This design comes from an exercise in tuning for small area, a short achievable clock period and few clock cycles per item on the open sky130 flow, not from production work. In this exercise RTL edits were held to simulation tests only and were not proved equivalent to the original. Power figures rest on the tool's default switching activity, not on a simulated workload.

## alpha
Design fpu_top, start of the top module:
module fpu_top (
    input  logic            clk,
    input  logic            rst,
    input  logic            in_valid,
    output logic            in_ready,
    input  logic [31:0]     op_a,
    input  logic [31:0]     op_b,
    input  logic [1:0]      op,
    output logic            out_valid,
    input  logic            out_ready,
    output logic [31:0]     result,
    output logic [3:0]      flags
);
Size in the first run: roughly 3,300 cells after synthesis, ~110 I/O pins, ~0.035 mm2 of cells after synthesis.
clock: 13.0 ns
lec_check: 0
cap_margin: 20
core_margin: 2
core_utilization: 45
place_density: 0.6
slew_margin: 20
standard.sh (not shown) runs the stock make flow with config.mk's settings and CLKGATE_MAP_FILE= SYNTH_SCRIPT=/design/flow/synth_recipe.tcl, a recipe that flattens the netlist after the stock synthesis.
==> flow/flow/run.sh <==
#!/bin/bash
# Standard layout with these changes:
#  - after the standard synthesis, flow/fixinv.py removes inverters between
#    full-adder cells (a full adder is self-dual, so a cell can work on
#    complemented inputs and give complemented outputs); registers and all
#    other cells are untouched;
#  - timing repair aims below the clock period: repair_timing works until
#    every path has SETUP_SLACK_MARGIN ns to spare;
#  - every input and output port still gets a buffer, a buf_2 rather than
#    the slow clkdlybuf4s50 delay cell that buffer_ports picks by default;
#  - clock tree sink clusters of up to 22 flip-flops (fewer leaf buffers).
set -euo pipefail
M=8.6
R=orfs/results/sky130hd/fpu_top/base
bash standard.sh SETUP_SLACK_MARGIN=$M synth > synth.log 2>&1
cp $R/1_2_yosys.v synth_netlist_orig.log
python3 flow/fixinv.py synth_netlist_orig.log $R/1_2_yosys.v > fixinv.log 2>&1
touch $R/1_2_yosys.v
bash standard.sh SETUP_SLACK_MARGIN=$M "BUFFER_PORTS_ARGS=-buffer_cell sky130_fd_sc_hd__buf_2" CTS_CLUSTER_SIZE=22 CTS_CLUSTER_DIAMETER=120 finish > flow.log 2>&1
Other scripts of this flow, unchanged in this note and not shown: flow/flow/fixinv.py
alpha completed every stage of the flow, and the final layout passed the timing, design-rule and antenna checks.
Testbench counts of alpha, summed over its fixed seeds: cycles 16,040, items 16,000.
What beta does differently from alpha at the input level:
-- flow/flow/run.sh --
<<< alpha, line 10
#    the slow clkdlybuf4s50 delay cell that buffer_ports picks by default;
#  - clock tree sink clusters of up to 22 flip-flops (fewer leaf buffers).
>>> beta, line 10
#    the slow clkdlybuf4s50 delay cell that buffer_ports picks by default.
<<< alpha, line 13
M=8.6
>>> beta, line 12
M=9.1
Findings:
On instance area at placement, alpha tracks beta almost exactly.
Clock-pin slew on the worst setup and hold paths: alpha vs beta — no meaningful difference
Total leakage power sits higher in beta than in alpha.
Switching power share of the total, beta and alpha: larger value in alpha
Comparing worst slew margin relative to its limit for beta and alpha, the smaller number came from beta.
[inputs] gamma vs beta
-- flow/flow/run.sh --
<<< beta, line 10
#    the slow clkdlybuf4s50 delay cell that buffer_ports picks by default.
>>> gamma, line 10
#    the slow clkdlybuf4s50 delay cell that buffer_ports picks by default;
#  - clock tree sink clusters of up to 22 flip-flops (fewer leaf buffers).
<<< beta, line 12
M=9.1
>>> gamma, line 13
M=8.8
<<< beta, line 18
bash standard.sh SETUP_SLACK_MARGIN=$M "BUFFER_PORTS_ARGS=-buffer_cell sky130_fd_sc_hd__buf_2" CTS_CLUSTER_SIZE=22 CTS_CLUSTER_DIAMETER=120 finish > flow.log 2>&1
>>> gamma, line 19
bash standard.sh SETUP_SLACK_MARGIN=$M "BUFFER_PORTS_ARGS=-buffer_cell sky130_fd_sc_hd__buf_2" CTS_CLUSTER_SIZE=22 CTS_CLUSTER_DIAMETER=120 PLACE_DENSITY=0.8 finish > flow.log 2>&1
==> comparison <==
Comparing combinational share of power for gamma and beta, the smaller number came from gamma. Changes observed in gamma relative to beta: all-layer global routing usage fell by 4.5 points; clock network fraction of total power dropped 0.2 points; maximum operating frequency down 8.0 MHz; number of sinks on the clock net barely changed; count of clock-buffer cells in the layout has decreased. | post-layout minimum cycle time | gamma vs beta | 140 ps higher |. On gamma: critical path buffer and inverter count is 4 lower than what beta gave. Relative to beta, met2 usage in global routing has gone down in gamma. In the reports for gamma and beta, the smaller global-route track usage on met3 belongs to beta. The setup slack of gamma is smaller than that of beta.
--- input diff gamma..delta ---
-- flow/flow/run.sh --
<<< gamma, line 2
# Standard layout with these changes:
>>> delta, line 2
# Standard layout with two changes:
<<< gamma, line 10
#    the slow clkdlybuf4s50 delay cell that buffer_ports picks by default;
#  - clock tree sink clusters of up to 22 flip-flops (fewer leaf buffers).
>>> delta, line 10
#    the slow clkdlybuf4s50 delay cell that buffer_ports picks by default.
<<< gamma, line 19
bash standard.sh SETUP_SLACK_MARGIN=$M "BUFFER_PORTS_ARGS=-buffer_cell sky130_fd_sc_hd__buf_2" CTS_CLUSTER_SIZE=22 CTS_CLUSTER_DIAMETER=120 PLACE_DENSITY=0.8 finish > flow.log 2>&1
>>> delta, line 18
bash standard.sh SETUP_SLACK_MARGIN=$M "BUFFER_PORTS_ARGS=-buffer_cell sky130_fd_sc_hd__buf_2" finish > flow.log 2>&1
Results
Per the comparison of delta with gamma, depth of the CTS H-tree went up 1; met1 layer wirelength in the final routing now larger; final period demand of the worst path moved down.
Changes in epsilon relative to delta:
-- flow/flow/run.sh --
<<< delta, line 2
# Standard layout with two changes:
>>> epsilon, line 2
# Standard layout with these changes:
<<< delta, line 10
#    the slow clkdlybuf4s50 delay cell that buffer_ports picks by default.
>>> epsilon, line 10
#    the slow clkdlybuf4s50 delay cell that buffer_ports picks by default;
#  - clock tree sink clusters of up to 22 flip-flops (fewer leaf buffers);
#  - placement density 0.72 (shorter wires).
<<< delta, line 18
bash standard.sh SETUP_SLACK_MARGIN=$M "BUFFER_PORTS_ARGS=-buffer_cell sky130_fd_sc_hd__buf_2" finish > flow.log 2>&1
>>> epsilon, line 20
bash standard.sh SETUP_SLACK_MARGIN=$M "BUFFER_PORTS_ARGS=-buffer_cell sky130_fd_sc_hd__buf_2" CTS_CLUSTER_SIZE=22 CTS_CLUSTER_DIAMETER=120 PLACE_DENSITY=0.72 finish > flow.log 2>&1
## What came out
epsilon: PASS, flow complete, no timing, DRC or antenna violations
epsilon vs. delta: layout overhead on the synthesized area fell 3.0 points, routing usage on met1 fell 3.5 points, net switching power figure fell 0.20 mW, fraction of final layout cells sized beyond drive strength 1 fell 0.66 points, quantity of gates resized following cts fell about 20%.
Looking at global-route wire length before repair across both flows, epsilon is the stronger of the two, with delta trailing.
Going from delta to epsilon, wire length now smaller, number of vias per cell after detailed routing went down, worst hold slack picked up an extra 5.7 ps.

## re-timing with driven ports
No port has a modelled driver above. Below, the same layouts with a new extraction and two added sets of constraints.
Step 1, drivers: a clkbuf_16 drives clk and a buf_2 each remaining input, both assumed.
Step 2 moves the port delays by t, midway between the first and last clock arrival at a register: inputs arrive t later, outputs are due t later. That takes back most of the time a late clock gives input paths.
Slacks: ideal ports / drivers / drivers and shift; pairs: ideal ports / drivers.
run	t, ns	slack for setup (ns)	slew at the worst register clock pin (ns)	pins driven straight from the clock port
alpha	0.668	8.576 / 8.576 / 8.386	0.10 / 0.10	1
beta	0.674	8.908 / 8.908 / 8.816	0.10 / 0.10	1
gamma	0.635	8.769 / 8.769 / 8.638	0.11 / 0.11	1
delta	0.679	8.780 / 8.780 / 8.780	0.07 / 0.07	1
epsilon	0.663	8.793 / 8.793 / 8.621	0.11 / 0.11	1
After both steps every run listed still meets setup and hold. The setup slack of alpha, which loses most, moves by 0.000 ns with the drivers and by -0.190 ns with both steps.
